What follows belongs to an exercise in optimizing a design on an open flow for small area, a short achievable clock period and few clock cycles; a production flow would make more cautious choices.
At most, simulation tests tie the RTL to the original design; equivalence was not proved.
Power is estimated from default activity; no workload was simulated.

lane 1:
Design log2_latency_histogram_top, start of the top module:
module log2_latency_histogram_top #(
    parameter int BUCKETS = l2lh_pkg::BUCKETS_DEF
) (
    input  logic                         i_clk,
    input  logic                         i_rst_n,
    input  logic                         i_cfg_valid,
    output logic                         o_cfg_ready,
    input  logic                         i_cfg_enable,
    input  logic                         i_in_valid,
    output logic                         o_in_ready,
    input  logic                         i_action,
    input  logic [l2lh_pkg::LAT_W-1:0]   i_latency_ms,
    input  logic [l2lh_pkg::PCT_W-1:0]   i_percentile,
    output logic                         o_out_valid,
    input  logic                         i_out_ready,
    output logic [l2lh_pkg::LAT_W-1:0]   o_sample_count,
    output logic [l2lh_pkg::LAT_W-1:0]   o_mean_ms,
    output logic [l2lh_pkg::BOUND_W-1:0] o_percentile_bound_ms,
    output logic [l2lh_pkg::LAT_W-1:0]   o_max_ms
);
    localparam int LAT_W   = l2lh_pkg::LAT_W;
    localparam int PCT_W   = l2lh_pkg::PCT_W;
    localparam int BOUND_W = l2lh_pkg::BOUND_W;
    localparam int NQ_W    = l2lh_pkg::NQ_W;
    localparam int SC_W    = l2lh_pkg::SCALE_W;
    localparam int IDX_W   = 5;                     
    localparam int NCNT    = BUCKETS - 1;           
    localparam int DCYC    = LAT_W / 2;             
    localparam int TRDY    = PCT_W - 1;             
    localparam int DA      = TRDY + 1;              
  ...
clock: 8.0 ns
lec_check: 0
cap_margin: 20
core_margin: 2
core_utilization: 62
cts_buf_list: sky130_fd_sc_hd__clkbuf_8
cts_cluster_diameter: 50
cts_cluster_size: 16
setup_slack_margin: 4.3
slew_margin: 20
standard.sh (not shown) runs the stock make flow with config.mk's settings and CLKGATE_MAP_FILE= SYNTH_SCRIPT=/design/flow/synth_recipe.tcl, a recipe that flattens the netlist after the stock synthesis.
==> flow/flow/run.sh <==
#!/bin/bash
# The standard layout, with plain buffers (not delay cells) on the ports.
set -euo pipefail
bash standard.sh finish BUFFER_PORTS_ARGS="-buffer_cell sky130_fd_sc_hd__buf_2" > standard_flow.log 2>&1
Lane 1 reached the final stage; the timing, design-rule and antenna checks on its layout passed.
Testbench counts of lane 1, summed over its fixed seeds: cycles 9,748.
## Diff of input files: lane 2 against lane 1
--- a/flow/config.mk
+++ b/flow/config.mk
@@ -14 +14 @@
-export SETUP_SLACK_MARGIN = 4.3
+export SETUP_SLACK_MARGIN = 4.5
Results
Going from lane 1 to lane 2, final non-filler cell total grows by 64. Sequential share of layout area (higher): lane 1. Lane 2 ended with more total length of routed wires than lane 1. Lane 2 ended up with a lower share of the cycle needed by the critical path after routing than lane 1 did. Diff lane 1 -> lane 2 | power consumption | up slightly. Final cell area: lane 2 above lane 1. Row transition time at the pin with the least slew margin: lane 2 lower / lane 1 higher. Status: met3 usage in global routing parity (lane 2, lane 1).
Input-level comparison between lane 3 and lane 2:
--- a/flow/config.mk
+++ b/flow/config.mk
@@ -10 +10 @@
-export CORE_UTILIZATION = 62
+export CORE_UTILIZATION = 55
--- outcome ---
Compared with lane 2, in lane 3 share of the cycle needed by the critical path after routing comparable; hold slack now larger; area added between synthesis and finish now larger.
Looking at critical path capture point, the r_cum[16][31] result is from lane 3; the q_rem[24] one comes from lane 2.
Cmp lane 2 and lane 3 / switching power as a share of total power / lower: lane 2
Looking at sequential share of layout area, lane 3 sits below lane 2.
Lower total stage count of the critical path goes to lane 2 over lane 3.
There was hardly any difference in fraction of area in clock buffers and inverters between lane 2 and lane 3.
Lane 3 reports a higher final-layout clock buffer total than lane 2 does.
From lane 2 to lane 3 the numbers moved as follows: minimum setup slack in the final design down 8.7 ps; number of multi-input logic gates was more or less identical.

---

log2_latency_histogram_top, a different RTL version from the one above (not shown whole).
Size: about 1600 flip-flops, about 180 I/O pins.
clock: 8.0 ns
lec_check: 0
cap_margin: 20
core_margin: 2
core_utilization: 55
cts_buf_list: sky130_fd_sc_hd__clkbuf_16
cts_cluster_diameter: 60
cts_cluster_size: 30
setup_slack_margin: 4.5
slew_margin: 20
Scripts as last shown in full above: flow/flow/run.sh
Then changed:
CTS_BUF_LIST = sky130_fd_sc_hd__clkbuf_8   (was sky130_fd_sc_hd__clkbuf_16)
CTS_CLUSTER_DIAMETER = 50   (was 60)
CTS_CLUSTER_SIZE = 16   (was 30)
=> Sequential cell count stays the same. Cell count went up slightly. Count of clock-buffer cells in the layout rises by 32. Clock power came out lower by roughly a tenth. Combinational power shrinks by a few percent. Wire length hardly moves.
Function was not checked in any run of this note: the RTL went through the layout flow alone.

---

Another version of the RTL of log2_latency_histogram_top (not shown whole).
Size in the first run: roughly 1600 flip-flops, ~180 I/O pins, about 82000 um^2 of cells after synthesis.
clock: 8.0 ns
lec_check: 0
cap_margin: 20
core_margin: 2
core_utilization: 40
setup_slack_margin: 4.5
slew_margin: 20
run.sh (not shown) runs the stock make flow with config.mk's settings and CLKGATE_MAP_FILE= SYNTH_SCRIPT=/design/flow/synth_recipe.tcl, a recipe that flattens the netlist after the stock synthesis.
Stock flow here: none of the scripts above is used.
Testbench counts at the start, summed over its fixed seeds: cycles 9,960.
Edit:
--- a/flow/config.mk
+++ b/flow/config.mk
@@ -10,3 +10,2 @@
 export CORE_UTILIZATION = 40
-export SETUP_SLACK_MARGIN = 4.5
 export SLEW_MARGIN = 20
Wire length falls by about 1.6%.
Clock-buffer cell count falls by 1.
Maximum frequency falls by 28%.
Hold slack stays flat.
Final cell count falls by 1.5%.
Via count falls by about 1.5%.
Clock skew rises by 0.039 ns.
First-iteration DRC count falls by about 2.3%.

---

Another version of the RTL of log2_latency_histogram_top (not shown whole).
Size: roughly 8100 cells after synthesis, about 1600 flip-flops, roughly 180 I/O pins, roughly 82000 sq um of cells after synthesis.
clock: 8.0 ns
lec_check: 0
cap_margin: 20
core_margin: 2
core_utilization: 40
setup_slack_margin: 5.0
slew_margin: 20
standard.sh (not shown) runs the stock make flow with config.mk's settings and CLKGATE_MAP_FILE= SYNTH_SCRIPT=/design/flow/synth_recipe.tcl, a recipe that flattens the netlist after the stock synthesis.
Scripts as last shown in full above: flow/flow/run.sh
Change:
--- a/flow/config.mk
+++ b/flow/config.mk
@@ -9,4 +9,4 @@
 export CORE_MARGIN = 2
 export CORE_UTILIZATION = 40
-export SETUP_SLACK_MARGIN = 5.0
+export SETUP_SLACK_MARGIN = 4.5
 export SLEW_MARGIN = 20
The new run completed without violations.
Clock-buffer cell count went up by 4.
Worst hold slack is better by 24 ps.
Worst setup slack gains 92 ps.
Cell area goes down by a few percent.
Routed wire length falls by a few percent.
Sequential share of layout area goes up by 2.3 points.
Core utilization went down by 3.2 points.
Die area is unchanged.
Change:
==> flow/run.sh (new file) <==
#!/bin/bash
# synth_recipe.tcl (not shown) runs the flow's synth.tcl, then flattens the netlist and writes it again
# the make line also repeats each setting of config.mk as NAME=value (left out here)
make -C /OpenROAD-flow-scripts/flow DESIGN_CONFIG=/design/flow/config.mk WORK_HOME=/design/flow/orfs CLKGATE_MAP_FILE= SYNTH_SCRIPT=/design/flow/synth_recipe.tcl finish
--- a/flow/config.mk
+++ b/flow/config.mk
@@ -9,4 +9,4 @@
 export CORE_MARGIN = 2
 export CORE_UTILIZATION = 40
-export SETUP_SLACK_MARGIN = 4.5
+export SETUP_SLACK_MARGIN = 5.0
 export SLEW_MARGIN = 20
removed: flow/flow/run.sh
removed: flow/standard.sh
The new run completed with no timing, DRC or antenna violations.
Utilization rises by 3.7 points.
Maximum frequency falls by 2.4%.
Area after synthesis stays the same.
Cell count rises by 2.7%.
Register-to-register slack is worse by 98 ps.
Worst hold slack is about the same.
Setup slack is worse by 98 ps.
Die area is unchanged.
Cell area rises by 7.8%.
No functional check of the RTL was part of any run of this note.

-- what the ideal ports hide --
In the flow no input, the clock included, has a driving cell. The finished layouts below were timed again as built, in two steps.
Step 1, drivers: a clkbuf_16 drives i_clk and a buf_2 each remaining input, both assumed.
Step 2 times the ports against the registers' clock, not the clock port: input delays grow and output delays shrink by t, the midpoint of the rising clock arrivals with the driver on.
a / b / c = no drivers / after step 1 / after step 2; a / b = the first two.
run	shift t [ns]	setup slack, ns	pins driven straight from the clock port
lane 1	0.986	4.311 / 4.311 / 4.311	1
lane 2	0.985	4.490 / 4.490 / 4.490	1
lane 3	1.006	4.482 / 4.482 / 4.482	1
the first run of note 2	0.844	3.701 / 3.701 / 3.701	1
the second run of note 2	1.002	3.673 / 3.673 / 3.673	1
the first run of note 3	0.907	4.032 / 4.032 / 3.961	1
the second run of note 3	0.911	2.496 / 2.496 / 2.496	1
the first run of note 4	0.930	3.937 / 3.937 / 3.937	1
the second run of note 4	0.904	4.029 / 4.029 / 4.029	1
the third run of note 4	0.905	3.931 / 3.931 / 3.931	1
After both steps setup and hold are still met in every run listed. The setup slack of the first run of note 3, which loses most, moves by 0.000 ns with the drivers and by -0.071 ns with both steps.
